From an optimization exercise on the open Yosys and OpenROAD flow, aimed at small area; shortcuts taken in it are not production practice. Function was not checked in any run shown here: the RTL went through the layout flow alone. Power and IR drop assume default switching activity.

$ cat flow/config.mk
export PLATFORM = sky130hd
export DESIGN_NAME = pc_ctrl_dmem
export DESIGN_NICKNAME = pc_ctrl_dmem
export VERILOG_FILES = /design/flow/design.v
export SDC_FILE = /design/flow/constraint.sdc
export NUM_CORES = 4
export LEC_CHECK = 0
export CAP_MARGIN = 20
export CORE_MARGIN = 2
export CORE_UTILIZATION = 40
export SLEW_MARGIN = 20
export SYNTH_HIERARCHICAL = 1
export SYNTH_MINIMUM_KEEP_SIZE = 0
$ cat flow/constraint.sdc
create_clock -name core_clock -period 8.0 [get_ports {clock}]
set_input_delay 1.6000 -clock core_clock [delete_from_list [all_inputs] [get_ports {clock}]]
set_output_delay 1.6000 -clock core_clock [all_outputs]
set_load 0.01 [all_outputs]
$ cat flow/design.v
module pc_ctrl_dmem #(
    parameter int          DEPTH    = 64,
    parameter logic [31:0] PC_RESET = 32'h0000_0000
) (
    input  logic        clock,
    input  logic        reset,
    input  logic [31:0] nextPC,
    output logic [31:0] pc,
    input  logic [5:0]  opcode,
    input  logic [5:0]  funct,
    output logic [2:0]  ALUOp,
    output logic        ALUSrc,
    output logic        RegDst,
    output logic        RegWrite,
    output logic        MemtoReg,
    output logic        MemRead,
    output logic        MemWrite,
    output logic        Branch,
    output logic        Jump,
    input  logic [31:0] Address,
    input  logic [31:0] WriteData,
    output logic [31:0] ReadData
);
    localparam int AW = $clog2(DEPTH);
    logic [31:0]      r_pc;
    logic [31:0]      r_mem [0:DEPTH-1];
    logic [DEPTH-1:0] r_valid;
    logic             r_swap;
    logic [10:0]      w_ctrl;
    logic [AW-1:0]    w_index;
    logic [AW-1:0]    w_rslot;
    logic [AW-1:0]    w_wslot;
    logic [DEPTH-1:0] w_wsel;
    logic [DEPTH-1:0] w_rsel;
    logic [31:0]      w_read_data;
    assign w_index = Address[AW+1:2];
    assign w_rslot = {w_index[AW-1:1], w_index[0] ^ r_swap};
    assign w_wslot = {w_index[AW-1:1], w_index[0] ^ ~r_swap};
    always_ff @(posedge clock or negedge reset) begin
        if (!reset) begin
            r_pc <= PC_RESET;
        end else begin
            r_pc <= nextPC;
        end
    end
    always_comb begin
        w_ctrl = 11'b000_0000_0000;
        case (opcode)
            6'b000000: begin
                if (funct == 6'b001000) begin
                    w_ctrl = 11'b010_0_0_0_0_0_0_0_1;    
                end else begin
                    w_ctrl = 11'b010_0_1_1_0_0_0_0_0;    
                end
            end
            6'b001000: w_ctrl = 11'b000_1_0_1_0_0_0_0_0;  
            6'b001100: w_ctrl = 11'b011_1_0_1_0_0_0_0_0;  
            6'b001101: w_ctrl = 11'b100_1_0_1_0_0_0_0_0;  
            6'b001010: w_ctrl = 11'b101_1_0_1_0_0_0_0_0;  
            6'b100011: w_ctrl = 11'b000_1_0_1_1_1_0_0_0;  
            6'b101011: w_ctrl = 11'b000_1_0_0_0_0_1_0_0;  
            6'b000100: w_ctrl = 11'b001_0_0_0_0_0_0_1_0;  
            6'b000010: w_ctrl = 11'b111_0_0_0_0_0_0_0_1;  
            default:   w_ctrl = 11'b000_0000_0000;
        endcase
    end
    always_comb begin
        for (int i = 0; i < DEPTH; i++) begin
            w_wsel[i] = w_ctrl[2] && (w_wslot == AW'(i));
            w_rsel[i] = w_ctrl[3] && (w_rslot == AW'(i)) && r_valid[i];
        end
    end
    always_ff @(posedge clock or negedge reset) begin
        if (!reset) begin
            r_swap <= 1'b0;
        end else begin
            r_swap <= ~r_swap;
        end
    end
    always_ff @(posedge clock or negedge reset) begin
        if (!reset) begin
            r_valid <= '0;
        end else begin
            for (int i = 0; i < DEPTH; i++) begin
                r_valid[i] <= w_wsel[i] | r_valid[i ^ 1];
            end
        end
    end
    for (genvar i = 0; i < DEPTH; i++) begin : g_slot
        logic [31:0] w_next;
        pcd_slot_in u_in (
            .we  (w_wsel[i]),
            .we_n(~w_wsel[i]),
            .wd  (WriteData),
            .q   (r_mem[i ^ 1]),
            .d   (w_next)
        );
        always_ff @(posedge clock) begin
            r_mem[i] <= w_next;
        end
    end
    for (genvar b = 0; b < 32; b++) begin : g_rd
        logic [DEPTH-1:0] w_col;
        for (genvar i = 0; i < DEPTH; i++) begin : g_col
            assign w_col[i] = r_mem[i][b];
        end
        pcd_rd_bit u_rd (
            .sel(w_rsel),
            .q  (w_col),
            .d  (w_read_data[b])
        );
    end
    assign pc       = r_pc;
    assign ALUOp    = w_ctrl[10:8];
    assign ALUSrc   = w_ctrl[7];
    assign RegDst   = w_ctrl[6];
    assign RegWrite = w_ctrl[5];
    assign MemtoReg = w_ctrl[4];
    assign MemRead  = w_ctrl[3];
    assign MemWrite = w_ctrl[2];
    assign Branch   = w_ctrl[1];
    assign Jump     = w_ctrl[0];
    assign ReadData = w_read_data;
endmodule
module pcd_slot_in (
    input  logic        we,
    input  logic        we_n,
    input  logic [31:0] wd,
    input  logic [31:0] q,
    output logic [31:0] d
);
    assign d = ({32{we}} & wd) | ({32{we_n}} & q);
endmodule
module pcd_rd_bit (
    input  logic [63:0] sel,
    input  logic [63:0] q,
    output logic        d
);
    logic [21:0] w_n;      
    logic [5:0]  w_p;      
    logic [1:0]  w_m;      
    for (genvar k = 0; k < 21; k++) begin : g_aoi
        pcd_aoi222 u_aoi (
            .a1(sel[3*k]),   .a2(q[3*k]),
            .b1(sel[3*k+1]), .b2(q[3*k+1]),
            .c1(sel[3*k+2]), .c2(q[3*k+2]),
            .y (w_n[k])
        );
    end
    pcd_nand2 u_last (.a(sel[63]), .b(q[63]), .y(w_n[21]));
    for (genvar k = 0; k < 5; k++) begin : g_nand
        pcd_nand4 u_nand (.a(w_n[4*k]), .b(w_n[4*k+1]), .c(w_n[4*k+2]), .d(w_n[4*k+3]),
                          .y(w_p[k]));
    end
    pcd_nand2 u_nand5 (.a(w_n[20]), .b(w_n[21]), .y(w_p[5]));
    pcd_nor3 u_nor0 (.a(w_p[0]), .b(w_p[1]), .c(w_p[2]), .y(w_m[0]));
    pcd_nor3 u_nor1 (.a(w_p[3]), .b(w_p[4]), .c(w_p[5]), .y(w_m[1]));
    pcd_nand2 u_out (.a(w_m[0]), .b(w_m[1]), .y(d));
endmodule
module pcd_aoi222 (
    input  logic a1, a2, b1, b2, c1, c2,
    output logic y
);
    assign y = ~((a1 & a2) | (b1 & b2) | (c1 & c2));
endmodule
module pcd_nand2 (
    input  logic a, b,
    output logic y
);
    assign y = ~(a & b);
endmodule
module pcd_nand4 (
    input  logic a, b, c, d,
    output logic y
);
    assign y = ~(a & b & c & d);
endmodule
module pcd_nor3 (
    input  logic a, b, c,
    output logic y
);
    assign y = ~(a | b | c);
endmodule
$ cat flow/run.sh
#!/bin/bash
# synth_recipe.tcl (not shown) runs the flow's synth.tcl, then flattens the netlist and writes it again
# the make line also repeats each setting of config.mk as NAME=value (left out here)
make -C /OpenROAD-flow-scripts/flow DESIGN_CONFIG=/design/flow/config.mk WORK_HOME=/design/flow/orfs CLKGATE_MAP_FILE= SYNTH_SCRIPT=/design/flow/synth_recipe.tcl finish
==> impl_metrics.csv, run 1 <==
group,metric,value,unit
placed_design,pre_cts_slack,-0.0578,ns
floorplan,core_area,191000,um2
logic_synthesis,synth_ff_type,"dfxtp_1",
logic_synthesis,synth_cell_types,47,
floorplan,fp.dieH,442,um
logic_synthesis,async_flop_share,0.0452,
route,drtIter0Drc,10160,
logic_synthesis,syn-instance-count,5970,
pwr,peakVddDrop,229,uV
cts,htreeDepth,4,
setup_path,reg2reg_depth,5,
global_route,grt_antenna_before_repair,8,
sta,grt_setup_unrepaired,"false",
logic_synthesis,synth.yosys.seq_area_share,0.565,
logic_synthesis,syn_area,76900,um2
finish,nets,6307,
setup_path,cp_max_fo,17,
sta,finClkSkew,0.0342,ns
logic_synthesis,synth-seq-cells,2145,
sta,fmax,126,MHz
finish,final_area,87400,um2
route,dr.pass1.iters,13,
setup_path,required,6.40,ns
floorplan,rows,160,
sta,max_slew_margin,0.181,
logic_synthesis,postSynthAreaPerCell,12.9,um2
placed_design,finalWeightedCongestion,0.887,
sta,tightest_slew,1.23,ns
sta,hold_violations,0,
setup_path,ff2ff_setup_slack,4.93,ns
floorplan,die-area,196000,um2
placed_design,placed_area,79600,um2
finish,fin_util,0.459,
logic_synthesis,syn-num-nets,6080,
cts,cts_setup_buffers,0,
hold_path,min_path_type,"flop to flop",
global_route,grt_use_total,0.283,
floorplan,io-pin-count,185,
global_route,grt_max_degree,66,
pwr,p_per_area,250,nW/um2
placed_design,dpl.hpwl,162000,um
cts,clkTransAtPathRegs,0.07,ns
sta,fin_crit_sh,0.990,
flow_run,drv_cap,0,
logic_synthesis,synth_edf_count,0,
setup_path,worstSetupEndpointType,"output port",
route,vias,62004,
floorplan,start_util,0.403,
placed_design,io_buffers,158,
cts,cts_root_buffer,"clkbuf_16",
sta,setup_ws,0.0803,ns
finish,syn_to_final_growth,13.7,%
sta,fin_hold_ws,0.431,ns
route,viasPerCell,6.97,
pwr,total_power,21.9,mW
setup_path,worstSetupPathType,"input port to output port",
route,wl,291000,um
finish,drive_gt1_frac,0.150,
pwr,leakage,33.8,nW
setup_path,cp.arrival,6.32,ns
setup_path,cp-start-kind,"input port",
route,drcViolationCount,0,
logic_synthesis,yosysWarnings,9,
hold_path,whs_path_depth,1,
cts,cts_tree,"done",
cts,numCtsBuffers,211,
cts,clk_latency,0.88,ns
sta,slew_viol_final,0,
route,wl_per_cell,32.7,um
global_route,grt_pass1_vias,61251,
route,drtAntennaViolNets,0,
cts,cts_buffer_depth,3,
floorplan,die_w,442,um
global_route,grt_pass1_wl,421000,um
outcome,outcome,"finished clean",
global_route,grt_overflow,0,
sta,setup_viol,0,
cts,cts.sinks,2145,
sta,layout_min_cycle_time,7.92,ns
## layout by cell type (no fill, tap or decap), types with 3 or more instances in the layout
master,count
a21o_1,65
a222oi_1,672
a22o_1,1920
a22o_2,128
and3_1,64
buf_12,19
buf_16,11
buf_2,28
buf_4,266
bufinv_16,22
clkbuf_1,36
clkbuf_16,215
clkbuf_8,54
clkdlybuf4s50_1,125
clkinv_16,3
clkinv_2,42
clkinv_8,3
clkinvlp_4,8
dfrtp_1,97
dfxtp_1,2048
diode_2,5
inv_16,3
inv_6,5
nand2_1,170
nand2b_1,4
nand3_1,7
nand4_1,161
nor2_1,18
nor2_2,12
nor2_4,52
nor2b_1,4
nor3_2,70
nor3b_1,4
nor4_4,4
## cells by family (layout without fill, tap and decap cells)
kind of cell,Yosys count,after routing,synth area share
compound gates,2790,2790,0.330
mux,1,1,0.000130
other cells,0,5,0
simple gates,593,593,0.0450
xor+xnor,3,3,0.000342
buf+inv,438,845,0.0600
flops,2145,2145,0.565
## state kept, by name, indices dropped and copies added (netlist names)
register,count
r_swap,1
r_valid,64
r_pc,32
r_mem,2048
## modules after synthesis (local to each module, per instance), excerpt
module / flip-flops and latches / area [um2] / cells inside / copies in the design
pc_ctrl_dmem: 2145 / 45700 / 2546 / 1
pcd_slot_in: 0 / 350 / 38 / 64
pcd_aoi222: 0 / 10.0 / 1 / 672
pcd_nor3: 0 / 10.0 / 1 / 64
pcd_nand4: 0 / 6.26 / 1 / 160
pcd_nand2: 0 / 3.75 / 1 / 96
## worst max-delay path, cell delays in order
cell,delay (ns)
clkdlybuf4s50_1,0.63
and4b_1,0.39
and4_1,0.43
and3_1,0.62
a222oi_1,0.63
nand4_1,0.48
nor3_2,0.74
nand2_1,0.21
clkdlybuf4s50_1,0.54
## worst paths after layout
kind,start,end
worst max-delay path,opcode[2],ReadData[3]
worst min-delay path,r_valid[46]$_DFF_PN0_,r_valid[47]$_DFF_PN0_
worst max register to register,r_swap$_DFF_PN0_,r_mem[9][30]$_DFF_P_
worst min register to register,r_valid[46]$_DFF_PN0_,r_valid[47]$_DFF_PN0_
max in group asynchronous,reset,r_valid[63]$_DFF_PN0_
min in group asynchronous,reset,r_pc[12]$_DFF_PN0_
## routing by layer
| metal | vias up | global-route usage | share of wire |
|---|---|---|---|
| met2 | 4096 | 0.433 | 0.44 |
| met1 | 31577 | 0.375 | 0.40 |
| met4 | 0 | 0.144 | 0.051 |
| met3 | 681 | 0.0647 | 0.11 |
| met5 | - | 0 | 0 |
| li1 | 25650 | - | - |
## power breakdown
| part | internal [mW] | switching [mW] |
|---|---|---|
| Combinational | 0.126 | 0.331 |
| Clock | 6.16 | 4.43 |
| Sequential | 10.8 | 0.0537 |
## final cells by class
type / count / area [um2]
diodes: 5 / 12.5
clock buffers: 305 / 6260
clock inverters: 88 / 1190
fillers: 17080 / 103000
inverters: 2 / 10.0
multi-input cells: 3387 / 29300
flip-flops and latches: 2145 / 43400
well taps: 2511 / 3140
repair buffers: 450 / 4090
## Yosys cell counts, types with 2 or more instances
cell      count  area (um2)
and3_1       64         400
buf_6       390        4390
nand2b_1      4        25.0
nand3_1       7        35.0
nor3_1        8        40.0
a21o_1       65         488
buf_2        26         130
or2_2         2        12.5
and4_1        2        17.5
nand2_1     170         638
and2_1        2        12.5
nor4_4        4        85.1
or3_1         2        12.5
a222oi_1    672        6730
clkbuf_2      2        10.0
dfrtp_1      97        2430
nor2b_1       4        25.0
a22o_2      128        1280
a22o_1     1920       16800
xnor2_1       2        17.5
nor3_2       65         651
nor3b_1       4        30.0
o21ai_0       2        10.0
nor2_1       68         255
clkbuf_1     17        63.8
nand3b_1      2        15.0
nor2_2       14        87.6
nand4_1     161        1010
dfxtp_1    2048       41000
## stage by stage
step | instances | TNS (ns)
after global routing | 8893 | 0
after CTS | 8877 | 0
after detailed placement | 8484 | -0.153
after global placement | 8478 | -0.339
final | 8893 | 0
after floorplan | 5970 | 0
## what timing repair did
action	4_1_cts	5_1_grt
pin swaps	0	1
gates resized for setup	1	1
endpoints found under the setup margin	7	2
endpoints found under the hold margin	0	0
hold buffers	0	0
==> inputs of run 2 (changes only) <==
--- a/flow/config.mk
+++ b/flow/config.mk
@@ -7,7 +7,9 @@
 export LEC_CHECK = 0
 export CAP_MARGIN = 20
 export CORE_MARGIN = 2
-export CORE_UTILIZATION = 40
+export CORE_UTILIZATION = 65
+export CTS_BUF_LIST = sky130_fd_sc_hd__clkbuf_4 sky130_fd_sc_hd__clkbuf_8
+export CTS_CLUSTER_SIZE = 20
 export SLEW_MARGIN = 20
 export SYNTH_HIERARCHICAL = 1
 export SYNTH_MINIMUM_KEEP_SIZE = 0
==> run 2 against run 1 <==
Compared with the run above: flip-flop and latch count stayed put; clock skew is 0.025 ns higher; synthesized cell count stayed put; largest power group unchanged; register-to-register slack hardly changed; largest cell class unchanged; first-iteration DRC count is 8.4% higher; power is 4.9% lower; global-route usage is 15 points higher; count of clock-buffer cells in the layout is 236 higher; critical endpoint is now ReadData[15]; highest routed layer is now met5; fmax is 3.3% higher; utilization is 26 points higher.
==> impl_metrics.csv, run 2 <==
group,metric,value,unit
outcome,outcome,"finished clean",
sta,finClkSkew,0.0592,ns
logic_synthesis,synth.yosys.seq_area_share,0.565,
finish,final_common_cell,"dfxtp_1",
setup_path,cp-start-kind,"input port",
finish,nets,6384,
logic_synthesis,synth_cell_types,47,
pwr,total_power,20.8,mW
pwr,switching_power,4.60,mW
finish,fin_util,0.723,
logic_synthesis,synth.top_cells.by_count,"2048 x dfxtp_1, 1920 x a22o_1, 672 x a222oi_1",
route,drtAntennaViolNets,0,
cts,clk_latency,1.05,ns
sta,fin_hold_ws,0.418,ns
cts,cts_buffer_depth,4,
logic_synthesis,synth_ff_type,"dfxtp_1",
cts,cts_setup_buffers,0,
sta,hold_violations,0,
setup_path,cp_max_fo,19,
global_route,grt_antenna_before_repair,6,
logic_synthesis,yosysTopAreaCell,"dfxtp_1",
cts,numCtsBuffers,341,
pwr,switching_share,0.221,
finish,top_register,"r_mem",
route,viasPerCell,7.85,
finish,final_cells,8032,
pwr,p_int,16.2,mW
route,dr.pass1.iters,9,
cts,clkTransAtPathRegs,0.06,ns
setup_path,required,6.40,ns
logic_synthesis,async_flop_share,0.0452,
logic_synthesis,syn-instance-count,5970,
route,drcViolationCount,0,
placed_design,dp.cells,7458,
floorplan,core_area,118000,um2
finish,largestRegisters,"r_mem: 2048 flops, r_valid: 64 flops, r_pc: 32 flops",
finish,largest_reg_flops,2048,
placed_design,dpl.hpwl,144000,um
sta,tightest_slew,1.23,ns
cts,cts.sinks,2145,
pwr,seq_power_share,0.521,
logic_synthesis,netlist.area_leader.share,0.533,
finish,layout_common_cells,"2048 x dfxtp_1, 1920 x a22o_1, 672 x a222oi_1",
cts,cts_tree,"done",
placed_design,io_buffers,158,
sta,grt_setup_unrepaired,"false",
global_route,grt_overflow,0,
cts,cts_root_buffer,"clkbuf_8",
cts,cts_resized,0,
global_route,grt_max_degree,66,
logic_synthesis,synth-seq-cells,2145,
hold_path,min_path_type,"flop to flop",
sta,setup_viol,0,
sta,slew_viol_final,0,
route,wl,275000,um
logic_synthesis,yosysWarnings,9,
route,wl_per_cell,34.2,um
finish,syn_to_final_growth,10.7,%
logic_synthesis,syn-num-nets,6080,
logic_synthesis,synth_edf_count,0,
global_route,grt_pass1_wl,398000,um
pwr,peakVddDrop,182,uV
logic_synthesis,yosysMostFrequentCell,"dfxtp_1",
pwr,combPwrFrac,0.021,
floorplan,rows,126,
route,vias,63015,
floorplan,fp.dieH,348,um
floorplan,io-pin-count,185,
floorplan,die_w,348,um
route,drtIter0Drc,11017,
floorplan,die-area,121000,um2
floorplan,start_util,0.654,
logic_synthesis,syn_area,76900,um2
global_route,grt_pass1_vias,61106,
pwr,leakage,33.5,nW
global_route,grt_use_total,0.437,
finish,drive_gt1_frac,0.171,
sta,layout_min_cycle_time,7.67,ns
logic_synthesis,synthTopCellsByArea,"dfxtp_1 53%, a22o_1 22%, a222oi_1 8.7%, buf_6 5.7%, dfrtp_1 3.2%",
cts,htreeDepth,5,
setup_path,worstSetupPathType,"input port to output port",
placed_design,finalWeightedCongestion,0.951,
setup_path,cp.arrival,6.07,ns
pwr,p_clk_frac,0.458,
sta,max_slew_margin,0.181,
setup_path,worstSetupEndpointType,"output port",
flow_run,drv_cap,0,
cts,ctsHoldBuffers,0,
sta,fmax,130,MHz
pwr,p_per_area,245,nW/um2
sta,timing.setup.tns,0,ns
sta,fin_crit_sh,0.958,
logic_synthesis,postSynthAreaPerCell,12.9,um2
==> run 2: cell count changes in the layout (fill, tap and decap cells not counted), moves of 5 or more <==
cell	before	now
clkbuf_1	36	0
bufinv_16	22	2
inv_6	5	0
nor2_4	52	47
buf_16	11	6
clkbuf_4	0	122
clkbuf_8	54	419
buf_4	266	211
clkbuf_16	215	0
clkinv_2	42	16
nor2_2	12	17
==> run 2: cells by family (layout without fill, tap and decap cells) <==
kind of cell    after synthesis  in the layout  share of synthesized area
flops                      2145           2145                      0.565
compound gates             2790           2790                      0.330
xor+xnor                      3              3                   0.000342
mux                           1              1                   0.000130
other cells                   0              1                          0
simple gates                593            593                     0.0450
buf+inv                     438            963                     0.0600
==> run 2: final timing paths <==
path / start / to / slack [ns] / cells past startpoint
worst max-delay path: Address[6] / ReadData[15] / 0.33 / 10
worst min-delay path: r_mem[55][11]$_DFF_P_ / r_mem[54][11]$_DFF_P_ / 0.42 / 1
worst max register to register: r_swap$_DFF_PN0_ / r_mem[47][7]$_DFF_P_ / 4.94 / 7
worst min register to register: r_mem[55][11]$_DFF_P_ / r_mem[54][11]$_DFF_P_ / 0.42 / 1
max in group asynchronous: reset / r_valid[31]$_DFF_PN0_ / 6.12 / 2
min in group asynchronous: reset / r_pc[17]$_DFF_PN0_ / 0.51 / 1
==> run 2: power by group through the flow <==
| stage | combinational (mW) | clock, mW | sequential [mW] |
|---|---|---|---|
| finish | 0.447 | 9.54 | 10.8 |
| global route | 0.460 | 10.0 | 10.8 |
| CTS | 0.427 | 9.56 | 10.8 |
| detailed placement | 0.425 | 0 | 11.1 |
| global placement | 0.413 | 0 | 11.1 |
| floorplan | 0.103 | 0 | 11.1 |
==> run 2: final cells by class <==
class                           count  area, um2
Inverter                            2       10.0
Clock inverter                     23        181
Clock buffer                      541       6680
Antenna cell                        1       2.50
Sequential cell                  2145      43400
Fill cell                        8512      32500
Timing Repair Buffer              397       3620
Tap cell                         1536       1920
Multi-Input combinational cell   3387      29200
==> run 2: worst max-delay path, cell delays in order <==
cell	delay [ns]
clkdlybuf4s50_1	0.77
inv_4	0.13
and4_1	0.44
and3_1	0.70
buf_4	0.37
a222oi_1	0.32
nand4_1	0.39
nor3_2	0.46
nand2_1	0.28
clkdlybuf4s50_1	0.56
==> run 2: through the flow <==
step | area [um2] | setup slack [ns]
4_1_cts | 84900 | 0.559
3_5_place_dp | 78000 | 0.574
5_1_grt | 85100 | 0.398
2_1_floorplan | 76900 | 2.67
6_report | 85100 | 0.334
3_3_place_gp | 78000 | 0.623
==> run 2: per-module statistics from Yosys (local to each module, per instance), excerpt <==
module | flip-flops and latches | cells inside | area [um2]
pcd_nor3 | 0 | 1 | 10.0
pcd_slot_in | 0 | 38 | 350
pc_ctrl_dmem | 2145 | 2546 | 45700
pcd_nand2 | 0 | 1 | 3.75
pcd_aoi222 | 0 | 1 | 10.0
pcd_nand4 | 0 | 1 | 6.26
==> run 2: layer usage <==
layer / global-route usage / routed length [um] / vias up
met5: 0 / 49 / -
met4: 0.211 / 12700 / 8
met3: 0.160 / 43000 / 903
met2: 0.631 / 115000 / 5032
met1: 0.579 / 104000 / 31249
li1: - / - / 25823
==> inputs of run 3 (changes only) <==
==> flow/flow/run.sh (new file) <==
#!/bin/bash
# Standard layout (the standard.sh) with a leaner clock tree (large
# leaf clusters on clkbuf_16, no dummy loads) and small port buffers.
# All tool output goes to standard.log in this folder.
set -o pipefail
export CTS_ARGS="-sink_clustering_enable -repair_clock_nets -buf_list sky130_fd_sc_hd__clkbuf_16 -sink_clustering_size 24 -sink_clustering_max_diameter 60 -dont_use_dummy_load"
export BUFFER_PORTS_ARGS="-buffer_cell sky130_fd_sc_hd__buf_2"
bash standard.sh > standard.log 2>&1
==> flow/standard.sh (new file) <==
#!/bin/bash
# synth_recipe.tcl (not shown) runs the flow's synth.tcl, then flattens the netlist and writes it again
# the make line also repeats each setting of config.mk as NAME=value (left out here)
make -C /OpenROAD-flow-scripts/flow DESIGN_CONFIG=/design/flow/config.mk WORK_HOME=/design/flow/orfs CLKGATE_MAP_FILE= SYNTH_SCRIPT=/design/flow/synth_recipe.tcl "${@:-finish}"
==> flow/config.mk (replaced) <==
export PLATFORM = sky130hd
export DESIGN_NAME = pc_ctrl_dmem
export DESIGN_NICKNAME = pc_ctrl_dmem
export VERILOG_FILES = /design/flow/design.v
export SDC_FILE = /design/flow/constraint.sdc
export NUM_CORES = 4
export LEC_CHECK = 0
export CAP_MARGIN = 10
export CORE_MARGIN = 2
export CORE_UTILIZATION = 60
export SLEW_MARGIN = 10
export SYNTH_HIERARCHICAL = 1
export SYNTH_MINIMUM_KEEP_SIZE = 0
removed: flow/run.sh
==> run 3 against run 2 <==
Compared with the run above: sequential power barely moved; register-to-register slack lost 0.19 ns; still clean; setup slack gained 0.59 ns.
==> impl_metrics.csv, run 3 <==
group,metric,value,unit
logic_synthesis,syn-num-nets,6080,
logic_synthesis,postSynthAreaPerCell,12.9,um2
setup_path,cp.arrival,5.48,ns
flow_run,drv_cap,0,
setup_path,cp_common_cell,"buf_2",
pwr,p_clk_frac,0.372,
logic_synthesis,netlist.area_leader.share,0.533,
placed_design,io_buffers,158,
finish,nets,6174,
logic_synthesis,synth_cell_types,47,
setup_path,r2r_start,"r_swap$_DFF_PN0_",
logic_synthesis,synth_edf_count,0,
logic_synthesis,yosysWarnings,9,
pwr,seq_power_share,0.604,
pwr,leakage,31.6,nW
floorplan,fp.dieH,362,um
setup_path,worstSetupPathType,"input port to output port",
cts,htreeDepth,4,
setup_path,rr_endpoint,"r_mem[25][28]$_DFF_P_",
sta,hold_violations,0,
pwr,p_int,14.0,mW
sta,fin_crit_sh,0.885,
logic_synthesis,syn_area,76900,um2
setup_path,cp-startpoint,"Address[5]",
global_route,grt_overflow,0,
global_route,grt_max_degree,66,
route,wl,278000,um
global_route,grt_use_total,0.405,
setup_path,endpoint,"ReadData[30]",
sta,grt_setup_unrepaired,"false",
logic_synthesis,syn-instance-count,5970,
route,viasPerCell,7.89,
outcome,outcome,"finished clean",
logic_synthesis,yosysTopAreaCell,"dfxtp_1",
logic_synthesis,async_flop_share,0.0452,
floorplan,start_util,0.604,
logic_synthesis,synth.top_cells.by_count,"2048 x dfxtp_1, 1920 x a22o_1, 672 x a222oi_1",
logic_synthesis,yosysMostFrequentCell,"dfxtp_1",
cts,cts_tree,"done",
finish,largest_reg_flops,2048,
global_route,grt_pass1_vias,58153,
logic_synthesis,synth.yosys.seq_area_share,0.565,
floorplan,core_area,127000,um2
sta,max_slew_margin,0.101,
route,drcViolationCount,0,
finish,syn_to_final_growth,5.31,%
cts,cts_resized,0,
setup_path,cp-start-kind,"input port",
cts,clkTransAtPathRegs,0.07,ns
global_route,grt_pass1_wl,397000,um
route,vias,61013,
setup_path,worstSetupEndpointType,"output port",
global_route,grt_antenna_before_repair,5,
pwr,p_per_area,222,nW/um2
logic_synthesis,synthTopCellsByArea,"dfxtp_1 53%, a22o_1 22%, a222oi_1 8.7%, buf_6 5.7%, dfrtp_1 3.2%",
finish,drive_gt1_frac,0.133,
setup_path,ff2ff_setup_slack,4.75,ns
finish,final_common_cell,"dfxtp_1",
sta,tightest_slew,1.35,ns
sta,timing.setup.tns,0,ns
route,drtAntennaViolNets,0,
cts,ctsHoldBuffers,0,
floorplan,die_w,362,um
cts,numCtsBuffers,143,
floorplan,io-pin-count,185,
placed_design,finalWeightedCongestion,0.914,
placed_design,dpl.hpwl,152000,um
setup_path,reg2reg_depth,6,
pwr,switching_share,0.217,
sta,layout_min_cycle_time,7.08,ns
logic_synthesis,synth_ff_type,"dfxtp_1",
finish,layout_common_cells,"2048 x dfxtp_1, 1920 x a22o_1, 672 x a222oi_1",
cts,clk_latency,0.79,ns
route,dr.pass1.iters,10,
setup_path,cpPeakStageDelay,0.83,ns
cts,cts_setup_buffers,0,
cts,cts.sinks,2145,
pwr,peakVddDrop,211,uV
sta,fmax,141,MHz
finish,final_cells,7730,
sta,finClkSkew,0.0430,ns
finish,top_register,"r_mem",
placed_design,dp.cells,7581,
sta,setup_viol,0,
route,wl_per_cell,35.9,um
pwr,switching_power,3.90,mW
finish,largestRegisters,"r_mem: 2048 flops, r_valid: 64 flops, r_pc: 32 flops",
cts,cts_buffer_depth,3,
setup_path,worstPathCellList,"buf_2, or3b_2, nor2_1, and3_1, buf_4, a222oi_1, nand4_1, nor3_2, nand2_1, buf_2",
setup_path,worst_path_max_delay_cell,"and3_1",
floorplan,die-area,131000,um2
cts,cts_root_buffer,"clkbuf_16",
route,drtIter0Drc,10461,
pwr,combPwrFrac,0.024,
setup_path,required,6.40,ns
logic_synthesis,synth-seq-cells,2145,
setup_path,cp_max_fo,17,
hold_path,min_path_type,"flop to flop",
sta,slew_viol_final,0,
floorplan,rows,131,
run 3: cell counts after synthesis:
Identical to the previous run, type by type.
run 3: Yosys stat by module (local to each module, per instance), excerpt:
| module | area (um2) | flops+latches |
|---|---|---|
| pcd_slot_in | 350 | 0 |
| pcd_aoi222 | 10.0 | 0 |
| pcd_nand4 | 6.26 | 0 |
| pc_ctrl_dmem | 45700 | 2145 |
| pcd_nand2 | 3.75 | 0 |
| pcd_nor3 | 10.0 | 0 |
run 3: area by class of cell:
cell class | instances | area, um2
Sequential cell | 2145 | 43400
Fill cell | 10132 | 46400
Timing Repair Buffer | 385 | 2570
Multi-Input combinational cell | 3387 | 29300
Inverter | 2 | 10.0
Clock buffer | 143 | 3580
Antenna cell | 6 | 15.0
Tap cell | 1662 | 2080
run 3: logic make-up after synthesis:
group                  count (synthesis)  share of synthesized area
AND/OR/NAND/NOR                      593                     0.0450
multiplexers                           1                   0.000130
AO/OA/AOI/OAI                       2790                      0.330
flip-flops                          2145                      0.565
buffers and inverters                438                     0.0600
XOR/XNOR                               3                   0.000342
run 3: metal layers:
layer  vias to the layer above  wire, um  global-route usage
met3                       739     39300               0.131
met4                         6     12800               0.183
li1                      25200         -                   -
met2                      4441    116000               0.587
met5                         -        35                   0
met1                     30627    109000               0.551
run 3: worst min-delay path by stage:
stage | from | endpoint | slack (ns) | depth (start not counted)
after global routing | r_valid[39]$_DFF_PN0_ | r_valid[38]$_DFF_PN0_ | 0.45 | 1
final | r_valid[26]$_DFF_PN0_ | r_valid[27]$_DFF_PN0_ | 0.42 | 1
after floorplan | r_valid[1]$_DFF_PN0_ | r_valid[0]$_DFF_PN0_ | 0.42 | 1
after CTS | r_valid[39]$_DFF_PN0_ | r_valid[38]$_DFF_PN0_ | 0.42 | 1
after detailed placement | r_valid[9]$_DFF_PN0_ | r_valid[8]$_DFF_PN0_ | 0.43 | 1
after global placement | r_valid[58]$_DFF_PN0_ | r_valid[59]$_DFF_PN0_ | 0.42 | 1
run 3: power by group through the flow:
stage          Sequential (mW)  Combinational, mW  Clock [mW]
4_1_cts                   10.8              0.410        6.73
3_3_place_gp              11.1              0.398           0
6_report                  10.8              0.430        6.68
3_5_place_dp              11.1              0.410           0
2_1_floorplan             11.1              0.103           0
5_1_grt                   10.8              0.443        7.10
run 3: through the flow:
| step | hold slack (ns) | total power [mW] | setup slack [ns] | util | cell area [um2] |
|---|---|---|---|---|---|
| after global routing | 0.449 | 18.4 | 0.916 | 0.636 | 80900 |
| after global placement | 0.423 | 11.5 | 1.15 | 0.607 | 77400 |
| after detailed placement | 0.429 | 11.5 | 1.07 | 0.607 | 77400 |
| after floorplan | 0.420 | 11.2 | 2.67 | - | 76900 |
| after CTS | 0.418 | 18.0 | 1.07 | 0.636 | 80900 |
| final | 0.420 | 17.9 | 0.921 | 0.636 | 81000 |
run 3: critical path: cells and delay by family:
kind,cells,cell delay (ns)
AO/OA/AOI/OAI,1,0.13
buffers and inverters,3,0.86
AND/OR/NAND/NOR,6,2.86

[port drivers added, routing unchanged]
The flow's constraints put no driver on any port. The routed layouts listed below were extracted and timed again, unchanged, in two steps. Step 1 sets driving cells, clkbuf_16 on the clock port and buf_2 on the other inputs (assumed; they add their load-dependent delay and slew). Step 2 times the ports against the registers' clock, not the clock port: input delays grow and output delays shrink by t, the midpoint of the rising clock arrivals with the driver on. Slacks: no drivers / after step 1 / after step 2; pairs: no drivers / after step 1.
| run | shift t [ns] | slack for setup (ns) | worst setup path after step 2 |
|---|---|---|---|
| run 1 | 0.946 | 0.080 / 0.047 / 0.047 | input to output |
| run 2 | 1.108 | 0.334 / 0.292 / 0.292 | input to output |
| run 3 | 0.867 | 0.921 / 0.766 / 0.766 | input to output |
After both steps every run listed still meets setup and hold. The setup slack of run 3, which loses most, moves by -0.155 ns with the drivers and by -0.155 ns with both steps.
